Context: an optimization exercise on an open-source flow, tuned for small area, a short achievable clock period and few clock cycles per item. The choices shown serve that exercise and are no tape-out recipe. At most, simulation tests tie the RTL to the original design; equivalence was not proved.

## img2col
module img2col (
    input  logic        clk,
    input  logic        nrst,
    input  logic        wb_cyc_i,
    input  logic        wb_stb_i,
    input  logic        wb_we_i,
    input  logic [6:0]  wb_adr_i,
    input  logic [31:0] wb_dat_i,
    output logic        wb_ack_o,
    output logic [31:0] wb_dat_o
);
clock: 10.0 ns
lec_check: 0
abc_clock_period_in_ps: 3000
cap_margin: 20
core_margin: 2
core_utilization: 45
cts_buf_list: sky130_fd_sc_hd__clkbuf_8
cts_cluster_size: 30
setup_slack_margin: 5.0
slew_margin: 20
synth_hierarchical: 1
run.sh (not shown) runs the stock make flow with config.mk's settings and CLKGATE_MAP_FILE= SYNTH_SCRIPT=/design/flow/synth_recipe.tcl, a recipe that flattens the netlist after the stock synthesis.
==> next run, changes <==
- CTS_BUF_LIST: sky130_fd_sc_hd__clkbuf_8 -> not set
- CTS_CLUSTER_SIZE: 30 -> not set
Clock-buffer cell count falls by 37.
Worst setup slack gains 0.14 ns.
==> next run, changes <==
- ABC_CLOCK_PERIOD_IN_PS: 3000 -> 4500
- CTS_CLUSTER_DIAMETER: not set -> 120
- CTS_CLUSTER_SIZE: not set -> 24
=> The changed run completed without violations. Register-to-register slack improved by 0.07 ns. Maximum frequency stays flat. Setup slack improved by 0.015 ns. Area after synthesis is unchanged. Cell area goes down by 3.3%. Critical path depth stays the same. Wire length goes down by 1.1%.
Function was not checked in any run of this note: the RTL went through the layout flow alone.

Another version of the RTL of img2col (not shown whole).
Size: about 2,800 cells after synthesis, roughly 750 flip-flops.
Settings: LEC_CHECK=0, ABC_CLOCK_PERIOD_IN_PS=4500, CAP_MARGIN=10, CORE_MARGIN=2, CORE_UTILIZATION=60, CTS_CLUSTER_DIAMETER=120, CTS_CLUSTER_SIZE=24, PLACE_DENSITY=0.75, SETUP_SLACK_MARGIN=5.0, SLEW_MARGIN=10, SYNTH_HIERARCHICAL=1; clock period 10.0 ns.
The starting point finished clean.
Testbench counts at the start, summed over its fixed seeds: cycles 8,614, windows 1,008.
Rerun with:
CAP_MARGIN = 20   (was 10)
CORE_UTILIZATION = 70   (was 60)
PLACE_DENSITY = not set   (was 0.75)
SLEW_MARGIN = 20   (was 10)
After rerunning:
- wire length is about the same
- worst setup slack is worse by 0.022 ns
- design area rises by 0.48%
Rerun with:
CORE_UTILIZATION = 60   (was 70)
Worst setup slack improved by 0.029 ns.
Sequential share of layout area is about the same.
Global-route usage shrinks by 4.0 points.
Design area is about the same.
Clock skew grows by 0.026 ns.
Synthesized cell count stays the same.
Critical path depth shrinks by 4.
Area after synthesis stays the same.
Worst hold slack got worse by 0.0063 ns.

P:
img2col again, from the RTL that the note above started with.
export LEC_CHECK = 0
export ABC_CLOCK_PERIOD_IN_PS = 4500
export CAP_MARGIN = 10
export CORE_MARGIN = 2
export CORE_UTILIZATION = 65
export CTS_CLUSTER_DIAMETER = 120
export CTS_CLUSTER_SIZE = 24
export SETUP_SLACK_MARGIN = 5.0
export SLEW_MARGIN = 10
export SYNTH_HIERARCHICAL = 1
create_clock -name core_clock -period 10.0 [get_ports {clk}]
P did not stop at any stage, and its layout met the timing, design-rule and antenna checks.
Testbench counts of P, summed over its fixed seeds: cycles 8,614, windows 1,008.
Relative to P, the following input files were edited for Q:
- a change of CAP_MARGIN from 10 to 20
- a deleted CTS_CLUSTER_DIAMETER that had been 120
- a change of SLEW_MARGIN from 10 to 20
- a change of CORE_UTILIZATION from 65 to 45
- a deleted CTS_CLUSTER_SIZE that had been 24
Notes after the runs:
Comparing Q against P, there is no change at all in remaining global-route overflow.
Worst setup skew after layout: Q worse than P
[Q] setup slack rose 0.068 ns relative to P
Looking at number of levels the H-tree was split into, Q sits 1 higher than P does.
Density: Q sparser than P
--- input diff Q..R ---
- CORE_UTILIZATION changed from 45 to 60
- CTS_CLUSTER_SIZE newly set to 24
- CTS_CLUSTER_DIAMETER newly set to 120
- CAP_MARGIN changed from 20 to 10
- ABC_AREA newly set to 1
- ABC_CLOCK_PERIOD_IN_PS removed (was 4500)
- SLEW_MARGIN changed from 20 to 10
Findings:
Run comparison: Q capture point of the worst path wb_dat_o[2]; R capture point of the worst path wb_dat_o[6]. Diff R..Q | data required time at the worst endpoint | negligible. Going from Q to R, final critical delay including setup and external delays moved down, routed wire length rose by 4.9%. Summary of R over Q: die outline area went down about 24%; wire length of the first global-routing pass went up about 5%.
Input-level comparison between S and R:
- ABC_AREA removed (was 1)
- CAP_MARGIN changed from 10 to 20
- ABC_CLOCK_PERIOD_IN_PS newly set to 4500
- SLEW_MARGIN changed from 10 to 20
- CORE_UTILIZATION changed from 60 to 45
--- outcome ---
- Post-CTS setup repair buffer count for S: 3 down relative to R
- S vs R — routability congestion estimate from global placement dropped by a little under 10%
- [compare] base=R new=S: time the final worst path needs with I/O delays and setup picked up an extra 0.050 ns.

== willow ==
img2col again, from the RTL that the note above started with.
==> flow/design.v (excerpt) <==
module img2col (
    input  logic        clk,
    input  logic        nrst,
    input  logic        wb_cyc_i,
    input  logic        wb_stb_i,
    input  logic        wb_we_i,
    input  logic [6:0]  wb_adr_i,
    input  logic [31:0] wb_dat_i,
    output logic        wb_ack_o,
    output logic [31:0] wb_dat_o
);
Settings: LEC_CHECK=0, ABC_CLOCK_PERIOD_IN_PS=4500, CAP_MARGIN=10, CORE_MARGIN=2, CORE_UTILIZATION=60, CTS_CLUSTER_DIAMETER=120, CTS_CLUSTER_SIZE=24, SETUP_SLACK_MARGIN=5.0, SLEW_MARGIN=10, SYNTH_HIERARCHICAL=1, TNS_END_PERCENT=20; clock period 10.0 ns.
Testbench counts of willow, summed over its fixed seeds: cycles 8,614, windows 1,008.
#### Input delta (ember over willow)
--- a/flow/config.mk
+++ b/flow/config.mk
@@ -17 +16,0 @@
-export TNS_END_PERCENT = 20
==> notes.md <==
Compared with willow, in ember count of cells resized by post-cts repair went up by about 3.2%; minimum clock period went down by 99 ps; synthesis-to-finish area growth went up by 0.25 points. Comparing willow with ember, the post-route cell area came out essentially unchanged. Sequential share of layout area across willow and ember: no real change. For layout net count, ember and willow come out practically identical. ember vs. willow: via count was more or less identical; utilization was more or less identical.
Input-level comparison between tundra and ember:
--- a/flow/config.mk
+++ b/flow/config.mk
@@ -13,0 +14 @@
+export PLACE_DENSITY = 0.65
==> notes.md <==
[compare] base=ember new=tundra: cell depth of the worst setup path closely matched the old numbers; routed wire length decreased by 0.54% relative to the old numbers.
Between tundra and ember, global-route met1 utilization is higher for ember, tundra comes in under that.

[separate check: timing with driven ports]
The flow's constraints put no driver on any port. The routed layouts listed below were extracted and timed again, unchanged, in two steps.
Step 1 (the two cells are an assumption about what drives the block):
set clk [get_ports {clk}]
set_driving_cell -lib_cell sky130_fd_sc_hd__clkbuf_16 $clk
set_driving_cell -lib_cell sky130_fd_sc_hd__buf_2 [delete_from_list [all_inputs] $clk]
Step 2 also shifts input and output timing later by t, the mid clock arrival at the registers, as if the neighbouring blocks saw the same clock.
a / b / c = ideal ports / drivers / drivers and shift; a / b = the first two.
run | t, ns | slack for setup (ns) | worst setup path at the end | worst register clock-pin slew, ns | pins driven straight from the clock port
the first run of note 1 | 0.823 | 4.456 / 4.397 / 4.435 | input to register | 0.07 / 0.07 | 1
the second run of note 1 | 0.698 | 4.596 / 4.526 / 4.453 | input to register | 0.07 / 0.07 | 1
the third run of note 1 | 0.665 | 4.611 / 4.549 / 4.517 | input to register | 0.10 / 0.10 | 1
the first run of note 2 | 0.655 | 4.996 / 4.961 / 4.594 | input to register | 0.10 / 0.10 | 1
the second run of note 2 | 0.671 | 4.974 / 4.937 / 4.493 | input to register | 0.10 / 0.10 | 1
the third run of note 2 | 0.667 | 5.002 / 4.968 / 4.507 | input to register | 0.11 / 0.11 | 1
P | 0.655 | 4.928 / 4.896 / 4.510 | input to register | 0.11 / 0.11 | 1
Q | 0.683 | 4.997 / 4.934 / 4.676 | input to register | 0.06 / 0.06 | 1
R | 0.667 | 5.017 / 4.970 / 4.606 | input to register | 0.10 / 0.10 | 1
S | 0.670 | 4.968 / 4.920 / 4.650 | input to register | 0.10 / 0.10 | 1
willow | 0.672 | 4.942 / 4.895 / 4.515 | input to register | 0.10 / 0.10 | 1
ember | 0.673 | 5.041 / 4.998 / 4.527 | input to register | 0.10 / 0.10 | 1
tundra | 0.663 | 5.036 / 5.003 / 4.649 | input to register | 0.11 / 0.11 | 1
After both steps every run listed still meets setup and hold. For ember, which loses most, drivers alone change the setup slack by -0.043 ns; drivers and shift together by -0.514 ns.
